This design comes from an exercise in tuning for small area, a short achievable clock period and few clock cycles per item on the open sky130 flow, not from production work.
In this exercise RTL edits were held to simulation tests only and were not proved equivalent to the original.
No activity file was given, so power comes from the tool's default toggle rates.

**flow/config.mk**
```make
export PLATFORM = sky130hd
export DESIGN_NAME = pdec_updt_top
export DESIGN_NICKNAME = pdec_updt_top
export VERILOG_FILES = /design/flow/design.v
export SDC_FILE = /design/flow/constraint.sdc
export NUM_CORES = 4
export LEC_CHECK = 0
export CAP_MARGIN = 20
export CORE_MARGIN = 2
export CORE_UTILIZATION = 40
export SLEW_MARGIN = 20
```
**flow/constraint.sdc**
```tcl
create_clock -name core_clock -period 5.0 [get_ports {clk}]
set_input_delay 1.0000 -clock core_clock [delete_from_list [all_inputs] [get_ports {clk}]]
set_output_delay 1.0000 -clock core_clock [all_outputs]
set_load 0.01 [all_outputs]
```
**flow/design.v**
```verilog
package pdec_pkg;
  localparam int num_path = 8;
  localparam int num_k    = 164;
  localparam int num_dcrc = 3;
endpackage
`timescale 1ns/1ps
module pdec_updt_top (
  input  logic         clk,
  input  logic         rst_n,
  input  logic         cfg_leaf_mode,
  input  logic [2:0]   cfg_jump_type,
  input  logic [1:0]   cfg_dcrc_num,
  input  logic         cfg_dcrc_mode,
  input  logic [2:0]   cfg_dcrc_ini,
  input  logic [23:0]  cfg_dcrc_idx,
  input  logic         dec_start,
  input  logic         upd_valid,
  input  logic [7:0]   srvl_bmp,
  input  logic [39:0]  pm_idx,
  input  logic [127:0] bit_val,
  input  logic [491:0] dcrc_info,
  output logic         upd_ready,
  output logic         upd_done,
  output logic [7:0]   list_wen,
  output logic [7:0]   list_waddr,
  output logic [31:0]  list_wdata,
  output logic [15:0]  path_stat,
  output logic         early_term
);
  localparam int NP = pdec_pkg::num_path;
  localparam int NK = pdec_pkg::num_k;
  localparam logic [1:0] ST_CK  = 2'd0;
  localparam logic [1:0] ST_VAL = 2'd1;
  localparam logic [1:0] ST_INV = 2'd3;
  logic [1:0] step_q;            
  logic [7:0] cnt_q;             
  logic [2:0] par_q  [NP];
  logic [1:0] stat_q [NP];
  logic       busy, accept, wr, last, is_rep, leaf_sel;
  logic [1:0] last_idx;
  assign busy   = (step_q != 2'd0);
  assign accept = upd_valid & ~busy;
  assign wr     = accept | busy;
  assign is_rep = (cfg_jump_type == 3'd1);
  always_comb begin
    last_idx = 2'd0;
    if (cfg_leaf_mode) begin
      case (cfg_jump_type)
        3'd2, 3'd3: last_idx = 2'd1;
        3'd4:       last_idx = 2'd2;
        3'd5:       last_idx = 2'd3;
        default:    last_idx = 2'd0;
      endcase
    end
  end
  assign last = (step_q == last_idx);
  always_ff @(posedge clk or negedge rst_n) begin
    if (!rst_n)            step_q <= 2'd0;
    else if (wr && !last)  step_q <= step_q + 2'd1;
    else                   step_q <= 2'd0;
  end
  always_ff @(posedge clk or negedge rst_n) begin
    if (!rst_n)         cnt_q <= 8'd0;
    else if (dec_start) cnt_q <= 8'd0;
    else if (wr)        cnt_q <= cnt_q + 8'd1;
  end
  assign upd_ready = ~busy;
  assign upd_done  = wr & last;
  logic [3:0]  mask;
  logic [31:0] cand_bit;
  logic [NP-1:0] dec_bit;
  logic [2:0]  parent [NP];
  always_comb begin
    mask = 4'b1000;
    case (cfg_jump_type)
      3'd2: if (step_q == 2'd0) mask = 4'b1010;
      3'd3: if (step_q == 2'd0) mask = 4'b1100;
      3'd4: if (step_q == 2'd0) mask = 4'b1010;
            else if (step_q == 2'd1) mask = 4'b1100;
      3'd5: if (step_q == 2'd0) mask = 4'b1111;
            else if (step_q == 2'd1) mask = 4'b1010;
            else if (step_q == 2'd2) mask = 4'b1100;
      default: mask = 4'b0000;
    endcase
  end
  always_comb begin
    for (int c = 0; c < 32; c++) cand_bit[c] = ^(bit_val[4*c +: 4] & mask);
  end
  assign leaf_sel = cfg_leaf_mode & ~is_rep;
  always_comb begin
    for (int i = 0; i < NP; i++) begin
      parent[i]  = is_rep ? pm_idx[5*i+1 +: 3] : pm_idx[5*i+2 +: 3];
      dec_bit[i] = leaf_sel ? cand_bit[pm_idx[5*i +: 5]] : pm_idx[5*i];
      list_wdata[4*i +: 4] = {dec_bit[i], ((step_q == 2'd0) || is_rep) ? parent[i] : 3'(i)};
    end
  end
  assign list_wen   = wr ? srvl_bmp : 8'd0;
  assign list_waddr = cnt_q;
  logic [2:0] num_mask, info, chk;
  always_comb begin
    for (int j = 0; j < 3; j++) begin
      num_mask[j] = (j < cfg_dcrc_num);
      chk[j]      = num_mask[j] & (cnt_q == cfg_dcrc_idx[8*j +: 8]);
    end
    info = (cnt_q < NK) ? (dcrc_info[3*cnt_q +: 3] & num_mask) : 3'd0;
  end
  logic [2:0] par_src [NP];
  logic [2:0] par_nxt [NP];
  logic [1:0] stat_src [NP];
  logic [NP-1:0] fail;
  always_comb begin
    for (int i = 0; i < NP; i++) begin
      if (step_q == 2'd0) begin
        par_src[i]  = par_q[parent[i]];
        stat_src[i] = (stat_q[parent[i]] == ST_CK) ? ST_CK : ST_VAL;
      end else begin
        par_src[i]  = par_q[i];
        stat_src[i] = stat_q[i];
      end
      par_nxt[i] = par_src[i] ^ (info & {3{dec_bit[i]}});
      fail[i]    = |(chk & par_nxt[i]);
    end
  end
  for (genvar i = 0; i < NP; i++) begin : g_path
    always_ff @(posedge clk or negedge rst_n) begin
      if (!rst_n) begin
        par_q[i] <= 3'd0;
      end else if (dec_start) begin
        par_q[i] <= cfg_dcrc_ini;
      end else if (wr && srvl_bmp[i]) begin
        par_q[i] <= par_nxt[i];
      end
    end
    always_ff @(posedge clk or negedge rst_n) begin
      if (!rst_n) begin
        stat_q[i] <= ST_INV;
      end else if (dec_start) begin
        stat_q[i] <= (i == 0) ? ST_VAL : ST_INV;
      end else if (wr) begin
        if (!srvl_bmp[i])   stat_q[i] <= ST_INV;
        else if (fail[i])   stat_q[i] <= cfg_dcrc_mode ? ST_CK : ST_INV;
        else                stat_q[i] <= stat_src[i];
      end
    end
    assign path_stat[2*i +: 2] = stat_q[i];
  end
  logic all_inv, any_val;
  always_comb begin
    all_inv = 1'b1;
    any_val = 1'b0;
    for (int p = 0; p < NP; p++) begin
      all_inv = all_inv & (stat_q[p] == ST_INV);
      any_val = any_val | (stat_q[p] == ST_VAL);
    end
  end
  assign early_term = cfg_dcrc_mode ? ~any_val : all_inv;
endmodule
```
**flow/run.sh**
```bash
#!/bin/bash
# synth_recipe.tcl (not shown) runs the flow's synth.tcl, then flattens the netlist and writes it again
# the make line also repeats each setting of config.mk as NAME=value (left out here)
make -C /OpenROAD-flow-scripts/flow DESIGN_CONFIG=/design/flow/config.mk WORK_HOME=/design/flow/orfs CLKGATE_MAP_FILE= SYNTH_SCRIPT=/design/flow/synth_recipe.tcl finish
```
==> results of run 1 <==
==> cell families after synthesis <==
logic type / count (synthesis)
buf+inv: 279
fa+ha+maj: 4
compound gates: 633
simple gates: 860
xor+xnor: 117
flops: 50
mux: 287
==> cells in the mapped netlist (18+ instances only) <==
cell type  number  share of area [%]
a21oi_1       100                2.9
nor2_1        184                4.0
a221oi_1       31                1.6
or3_1          20               0.73
inv_1          56                1.2
clkbuf_1      145                3.2
o211ai_1       19               0.83
mux4_2        157                 21
nor3_1         44                1.3
mux2_2         22                1.4
buf_1          18               0.39
nand4_1        29                1.1
dfrtp_1        34                5.0
a211oi_1       32                1.4
nand2b_1       29                1.1
nor2b_1        31                1.1
nand3_1        82                2.4
o21ai_0       110                3.2
o22ai_1        29                1.1
and3_1         31                1.1
nand2_1       301                6.6
a31oi_1        27               0.98
buf_2          29               0.85
mux2i_1       105                6.1
a22oi_1        66                2.9
xor2_1         45                2.3
xnor2_1        69                3.5
==> flow_summary.ini, run 1 <==
[status]
status = did not finish
tool.error = [ERROR PPL-0024] Number of IO pins (773) exceeds maximum number of available positions (758). Increase the die perimeter from 844.32um to 1051.28um.
lastStage = I/O pin placement (3_2_place_iop)

[synthesis]
synthFlopType = dfrtp_1
synth-simple-area-share_pct = 24.41
async_flop_share_pct = 100.0
ys_ff_latch = 50
ys_warn_count = 7
synth_top_family_by_area = multiplexers
synth.cell_area_sq_um = 17150
synth_enable_flop_cells = 0
ys_seq_area_share_pct = 7.411
netlist_instances = 2230
synth_xor_area_share_pct = 6.105
synthAdderAreaFrac_pct = 0.2918
synth.distinct_cells = 101
synth.mux.area_fraction_pct = 28.41
synth_compound_area_share_pct = 26.15
avgSynthCellArea_sq_um = 7.692
synth_fp_nets = 2940

[floorplan]
start_util_pct = 40.71
die_x_um = 211.1
num_rows = 75
die_h_um = 211.1
Testbench counts, summed over its fixed seeds: cycles 5,388, updates 3,072.
==> run 2, diff against run 1 <==
--- a/flow/config.mk
+++ b/flow/config.mk
@@ -8,4 +8,4 @@
 export CAP_MARGIN = 20
-export CORE_MARGIN = 2
-export CORE_UTILIZATION = 40
+export CORE_AREA = 5 5 265 265
+export DIE_AREA = 0 0 270 270
 export SLEW_MARGIN = 20
==> flow_summary.ini, run 2 <==
[status]
status = finished with violations
violations = negative setup slack

[floorplan]
die_h_um = 270
ioPinCount = 773
dieArea_sq_um = 72900
num_rows = 95
start_util_pct = 25.54
core-area_sq_um = 67160
die_x_um = 270

[synthesis]
synth-simple-area-share_pct = 24.41
netlist_instances = 2230
ys_warn_count = 7
synth.cell_area_sq_um = 17150
yosysMostFrequentCell = nand2_1
synth_top_family_by_area = multiplexers
synth.mux.area_fraction_pct = 28.41
synthTopCellsByArea = mux4_2 21%, nand2_1 6.6%, mux2i_1 6.1%
ys_ff_latch = 50
synth_xor_area_share_pct = 6.105
synthAdderAreaFrac_pct = 0.2918
synth_top_area_cell = mux4_2
ys_seq_area_share_pct = 7.411
synth_top_area_share_pct = 20.61
synth.distinct_cells = 101
synth_common_cells = 301 x nand2_1, 184 x nor2_1, 157 x mux4_2
async_flop_share_pct = 100.0
synthFlopType = dfrtp_1
synth_fp_nets = 2940
synth_compound_area_share_pct = 26.15
avgSynthCellArea_sq_um = 7.692
synth_enable_flop_cells = 0

[cells_and_area]
area_delta_synth_final_pct = 81.25
register_area_sq_um = 1285
final_cell_mix = 759 x clkdlybuf4s50_1, 517 x buf_4, 287 x nand2_1
final_common_cell = clkdlybuf4s50_1
fillers = 6508
drive_gt1_share_pct = 29.40
nNetsFinal = 4076
finish.utilization_pct = 46.29
top_register = par_q
largest_register_ffs = 24
multi_input_area_sq_um = 15840
reg_top3 = par_q: 24 flops, stat_q: 16 flops, cnt_q: 8 flops

[critical_path]
worst_setup_path_end_kind = primary output
crit_fanout = 6
start_kind = primary input
reg2reg_from = step_q[0]$_DFF_PN0_
timing_worst_setup_path_type = in2out
crit_start = cfg_jump_type[2]
crit_arrival_ns = 4.23
crit_required_ns = 4.00

[timing]
fmax_mhz = 191.3
rsz0062_at_grt = true
maxSlewViolCount = 0
setup_slack_ns = -0.2276
worst_pin_slew_ns = 0.7771
period_minus_slack_ns = 5.228
maxSlewHeadroom_pct = 47.71
finalHoldViolations = 0
fin_skew_ns = 0.005468
setup_viol = 8
period_share_pct = 104.6

[route]
wl_met2_mm = 61.14
post_drt_wl_per_cell_um = 30.59
drc_errors = 0
route.antenna.remaining_nets = 0
drt-initial-drc-count = 3031
vias = 25010
dr.max_layer_used = met5
routed_wirelength_mm = 129.9
first_pass_iters = 9
dr_wl_met3_mm = 15.44
m1WireLength_mm = 46.51
vias_per_cell = 5.889

[hold_path]
hold_path_class = reg2reg
hold_start = stat_q[3][0]$_DFFE_PN1P_

[grt]
antenna_found_initial = 24
overflow = 0
grt_pass1_vias = 24830
grt_use_total_pct = 33.07
grt_max_degree = 45
grt_pass1_wl_mm = 178.9

[placed_design]
io_buffers = 772
gp_congestion = 1.092
post-dp-hpwl_mm = 105.7

[power_and_ir_drop]
leakagePower_nw = 12.17
peakVddDrop_v = 0.0001716
total_power_mw = 9.689
power_density_nw_per_um2 = 311.6

[cts]
clock_path_buffers = 2
cts_tree = yes
root_buffer = clkbuf_16
clock_latency_ns = 0.31
numCtsBuffers = 5
cts_max_level = 2
clk_pin_slew_worst_paths_ns = 0.08
ctsHoldBuffers = 0
cts_sinks = 50

[flow_run]
maxCapViolCount = 0
## run 2: worst paths after layout
kind                       depth (start not counted)                  endpoint  slack (ns)
max                                               16            list_wdata[19]       -0.23
min                                                2  stat_q[3][0]$_DFFE_PN1P_        0.55
max reg2reg                                       19  stat_q[7][1]$_DFFE_PN1P_        0.26
min reg2reg                                        2  stat_q[3][0]$_DFFE_PN1P_        0.55
max in group asynchronous                          2  stat_q[5][1]$_DFFE_PN1P_        3.37
min in group asynchronous                          1   par_q[6][1]$_DFFE_PN0P_        0.76
## run 2: cell type report
| class | instances | share of cell area [%] |
|---|---|---|
| Multi-Input combinational cell | 1904 | 50.94 |
| Timing Repair Buffer | 1343 | 40.04 |
| Sequential cell | 50 | 4.133 |
| Tap cell | 873 | 3.513 |
| Inverter | 62 | 0.7606 |
| Clock buffer | 5 | 0.4024 |
| Clock inverter | 3 | 0.1529 |
| Antenna cell | 7 | 0.05634 |
## run 2: power by group
group | switching [mW] | internal, mW | leakage (nW) | total, mW
Combinational | 4.21 | 4.16 | 11.5 | 8.37
Sequential | 0.390 | 0.508 | 0.570 | 0.898
Clock | 0.181 | 0.240 | 0.0844 | 0.421
## run 2: timing repair
item | CTS | global route
resized for setup | 198 | 105
buffers inserted | 61 | 22
setup endpoints to repair | 21 | 23
cloned | 6 | 1
pin swaps | 59 | 44
## run 2: layer usage
metal | vias up | GRT usage [%]
li1 | 10880 | -
met1 | 11980 | 38.83
met2 | 1751 | 56.27
met3 | 376 | 10.28
met4 | 18 | 13.05
met5 | - | 1.579
## run 2: worst max-delay path, cell delays in order
cell and delay, ns:
buf_8 0.07, buf_6 0.10, clkinvlp_4 0.15, buf_4 0.20, a41o_2 0.33, o21ai_1 0.24, mux2i_1 0.28, xnor2_1 0.23
buf_4 0.23, mux4_2 0.49, a211oi_2 0.26, a311oi_2 0.07, buf_4 0.18, a21o_1 0.19, inv_1 0.07, buf_6 0.11
## run 2: through the flow
stage,instance area [sq um],setup TNS (ns),cells,setup slack [ns],hold slack (ns)
2_1_floorplan,17150,0,2230,0.1714,0.5142
3_3_place_gp,28960,-15.65,4151,-1.096,0.5347
3_5_place_dp,28960,-17.23,4151,-1.079,0.5389
4_1_cts,30480,-0.7342,4220,-0.1832,0.5499
5_1_grt,31080,-1.555,4242,-0.3026,0.5563
6_report,31090,-1.113,4247,-0.2276,0.5520
## run 2: kinds of logic (layout without fill, tap and decap cells)
kind of cell,after synthesis,after routing
DFF,50,50
adders and majority gates,4,4
buffers and inverters,279,1413
muxes,287,287
other,0,7
and+or+nand+nor,860,860
AOI/OAI and AO/OA,633,636
xor gates and xnor gates,117,117
==> run 3, diff against run 2 <==
==> flow/flow/run.sh (new file) <==
#!/bin/bash
# Standard ORFS layout; the port buffers are the small sky130 buf_1
# instead of the delay buffer buffer_ports picks by default.
set -euo pipefail
bash standard.sh BUFFER_PORTS_ARGS="-buffer_cell sky130_fd_sc_hd__buf_1" finish > standard_flow.log 2>&1
==> flow/standard.sh (new file) <==
#!/bin/bash
# synth_recipe.tcl (not shown) runs the flow's synth.tcl, then flattens the netlist and writes it again
# the make line also repeats each setting of config.mk as NAME=value (left out here)
make -C /OpenROAD-flow-scripts/flow DESIGN_CONFIG=/design/flow/config.mk WORK_HOME=/design/flow/orfs CLKGATE_MAP_FILE= SYNTH_SCRIPT=/design/flow/synth_recipe.tcl "${@:-finish}"
removed: flow/run.sh
==> flow_summary.ini, run 3 <==
[status]
status = finished with violations
violations = negative setup slack

[critical_path]
crit_path_frequent_cell = buf_8
regToRegSetupSlack_ns = 0.05
timing_worst_setup_path_type = in2out
critPathMaxStageDelay_ns = 0.45
worst_setup_path_end_kind = primary output
crit_required_ns = 4.00
start_kind = primary input
crit_chain = buf_8, and4bb_1, a41o_4, buf_8, o21ai_4, mux2i_2, xnor2_2, buf_4, mux4_2, a2bb2o_1, a31oi_2, a41oi_2, inv_2, buf_1
crit_fanout = 8
crit_arrival_ns = 4.13
slowest_stage = mux4_2

[grt]
grt_use_total_pct = 32.48
antenna_found_initial = 23
grt_pass1_wl_mm = 175.0
grt_pass1_vias = 23930
overflow = 0
grt_max_degree = 44

[timing]
setup_viol = 8
maxSlewViolCount = 0
period_minus_slack_ns = 5.135
maxSlewHeadroom_pct = 32.43
fin_skew_ns = 0.01881
worst_pin_slew_ns = 1.004
finalHoldViolations = 0
period_share_pct = 102.7
whs_ns = 0.5544
finalSetupTns_ns = -0.5238
fmax_mhz = 194.8
rsz0062_at_grt = true
setup_slack_ns = -0.1347

[synthesis]
synthFlopType = dfrtp_1
synthAdderAreaFrac_pct = 0.2918
synth.cell_area_sq_um = 17150
yosysMostFrequentCell = nand2_1
synth_top_area_share_pct = 20.61
synth_fp_nets = 2940
synth_top_area_cell = mux4_2
avgSynthCellArea_sq_um = 7.692
ys_seq_area_share_pct = 7.411
synth_compound_area_share_pct = 26.15
synth_enable_flop_cells = 0
ys_warn_count = 7
ys_ff_latch = 50
synth-simple-area-share_pct = 24.41
synthTopCellsByArea = mux4_2 21%, nand2_1 6.6%, mux2i_1 6.1%
synth_xor_area_share_pct = 6.105
synth_top_family_by_area = multiplexers
synth.distinct_cells = 101
async_flop_share_pct = 100.0
synth_common_cells = 301 x nand2_1, 184 x nor2_1, 157 x mux4_2
synth.mux.area_fraction_pct = 28.41
netlist_instances = 2230

[route]
first_pass_iters = 8
route.antenna.remaining_nets = 0
vias = 24900
post_drt_wl_per_cell_um = 30.48
routed_wirelength_mm = 127.0
drc_errors = 0
vias_per_cell = 5.974
drt-initial-drc-count = 3190

[placed_design]
post-dp-hpwl_mm = 105.9
dpl_worst_slack_ns = -0.3965
io_buffers = 772
gp_congestion = 1.044

[power_and_ir_drop]
p_sw_mw = 4.603
leakagePower_nw = 9.573
peakVddDrop_v = 0.0001891
p_sw_share_pct = 53.10
clkPwrFrac_pct = 4.8
p_int_mw = 4.066
seq_power_share_pct = 9.6
power_density_nw_per_um2 = 344.5
pwr-share-comb_pct = 85.5
total_power_mw = 8.669

[cells_and_area]
final_cell_mix = 760 x buf_1, 467 x buf_4, 296 x nand2_1
finish.utilization_pct = 37.47
reg_top3 = par_q: 24 flops, stat_q: 16 flops, cnt_q: 8 flops
largest_register_ffs = 24
area_delta_synth_final_pct = 46.71
top_register = par_q
drive_gt1_share_pct = 26.30
fillers = 7105
multi_input_area_sq_um = 15390
nNetsFinal = 3998
register_area_sq_um = 1286
final_common_cell = buf_1

[floorplan]
ioPinCount = 773
dieArea_sq_um = 72900
die_h_um = 270
num_rows = 95
start_util_pct = 25.54
die_x_um = 270
core-area_sq_um = 67160

[flow_run]
maxCapViolCount = 0

[cts]
root_buffer = clkbuf_16
cts_tree = yes
numCtsBuffers = 5
cts_sinks = 50
cts_max_level = 2
clk_pin_slew_worst_paths_ns = 0.08
clock_path_buffers = 2
clock_latency_ns = 0.32

[hold_path]
hold_path_class = reg2reg
run 3: cell count changes in the layout (fill, tap and decap cells not counted), moves of 5 or more:
cell / delta
buf_1: +760
buf_12: -5
buf_4: -50
buf_6: -21
clkbuf_2: +7
clkdlybuf4s50_1: -759
mux2i_1: +5
mux2i_4: -5
nand2_1: +9
nand2_2: -7
o21ai_4: -5
xnor2_1: +6
run 3: path summary, 6_finish.rpt:
path / from / end / cells after the start
max: cfg_jump_type[2] / list_wdata[15] / 14
max reg2reg: step_q[1]$_DFF_PN0_ / stat_q[1][1]$_DFFE_PN1P_ / 24
min reg2reg: stat_q[7][0]$_DFFE_PN1P_ / stat_q[7][0]$_DFFE_PN1P_ / 2
min: stat_q[7][0]$_DFFE_PN1P_ / stat_q[7][0]$_DFFE_PN1P_ / 2
min in group asynchronous: rst_n / par_q[5][2]$_DFFE_PN0P_ / 1
max in group asynchronous: rst_n / cnt_q[1]$_DFFE_PN0P_ / 2
run 3: cells by family (layout without fill, tap and decap cells):
group | count (synthesis) | after routing
buf+inv | 279 | 1338
simple gates | 860 | 860
xor+xnor | 117 | 117
fa+ha+maj | 4 | 4
mux | 287 | 287
flops | 50 | 50
compound gates | 633 | 633
other cells | 0 | 6
run 3: power by group through the flow:
stage / Combinational (mW) / Clock (mW) / Sequential [mW]
detailed placement: 6.88 / 0 / 0.816
floorplan: 3.97 / 0 / 0.582
global placement: 6.88 / 0 / 0.818
finish: 7.42 / 0.420 / 0.833
CTS: 7.18 / 0.428 / 0.808
global route: 7.77 / 0.443 / 0.826
run 3: metrics by stage:
step	cell area (sq um)	instances
after floorplan	17150	2230
after global placement	23800	4113
after detailed placement	23800	4113
after CTS	24730	4144
after global routing	25150	4163
final	25170	4168
run 3: cell type report:
type | instances | area share, %
Sequential cell | 50 | 5.111
Multi-Input combinational cell | 1901 | 61.16
Inverter | 62 | 0.9248
Clock inverter | 1 | 0.03480
Clock buffer | 7 | 0.6513
Tap cell | 873 | 4.340
Antenna cell | 6 | 0.05966
Timing Repair Buffer | 1268 | 27.71
run 3: layer usage:
| layer | vias to the layer above | global-route usage, % | part of all wire [%] |
|---|---|---|---|
| met5 | - | 0 | 0.056 |
| met4 | 12 | 11.48 | 4.6 |
| met3 | 305 | 8.617 | 11 |
| met2 | 1726 | 54.92 | 47 |
| met1 | 12140 | 39.98 | 37 |
| li1 | 10720 | - | - |
run 3: worst max-delay path, delay by kind of cell:
family	cells	cell delay [ns]
AO/OA/AOI/OAI	5	1.25
buffers and inverters	5	0.80
XOR/XNOR	1	0.14
AND/OR/NAND/NOR	1	0.20
multiplexers	2	0.74
run 3: repair_timing:
item | in CTS | in global routing
hold buffers | 0 | 0
gates cloned | 1 | 0
pin swaps | 37 | 21
buffers inserted | 24 | 19
endpoints found under the setup margin | 8 | 14
resized for setup | 120 | 53

==> re-timing with driven ports <==
No port has a modelled driver above. Below, the same layouts with a new extraction and two added sets of constraints.
Step 1: set_driving_cell puts a clkbuf_16 on clk and a buf_2 on each other input, an assumption about the parent block.
Step 2 moves the port delays by t, midway between the first and last clock arrival at a register: inputs arrive t later, outputs are due t later. That takes back most of the time a late clock gives input paths.
Slacks: ideal / step 1 / step 2; pairs: ideal / step 1.
run | t (ns) | setup slack, ns | worst setup path at the end
run 2 | 0.358 | -0.228 / -0.282 / -0.282 | input to output
run 3 | 0.357 | -0.135 / -0.176 / -0.393 | input to register
For run 3, which loses most, drivers alone change the setup slack by -0.041 ns; drivers and shift together by -0.258 ns.
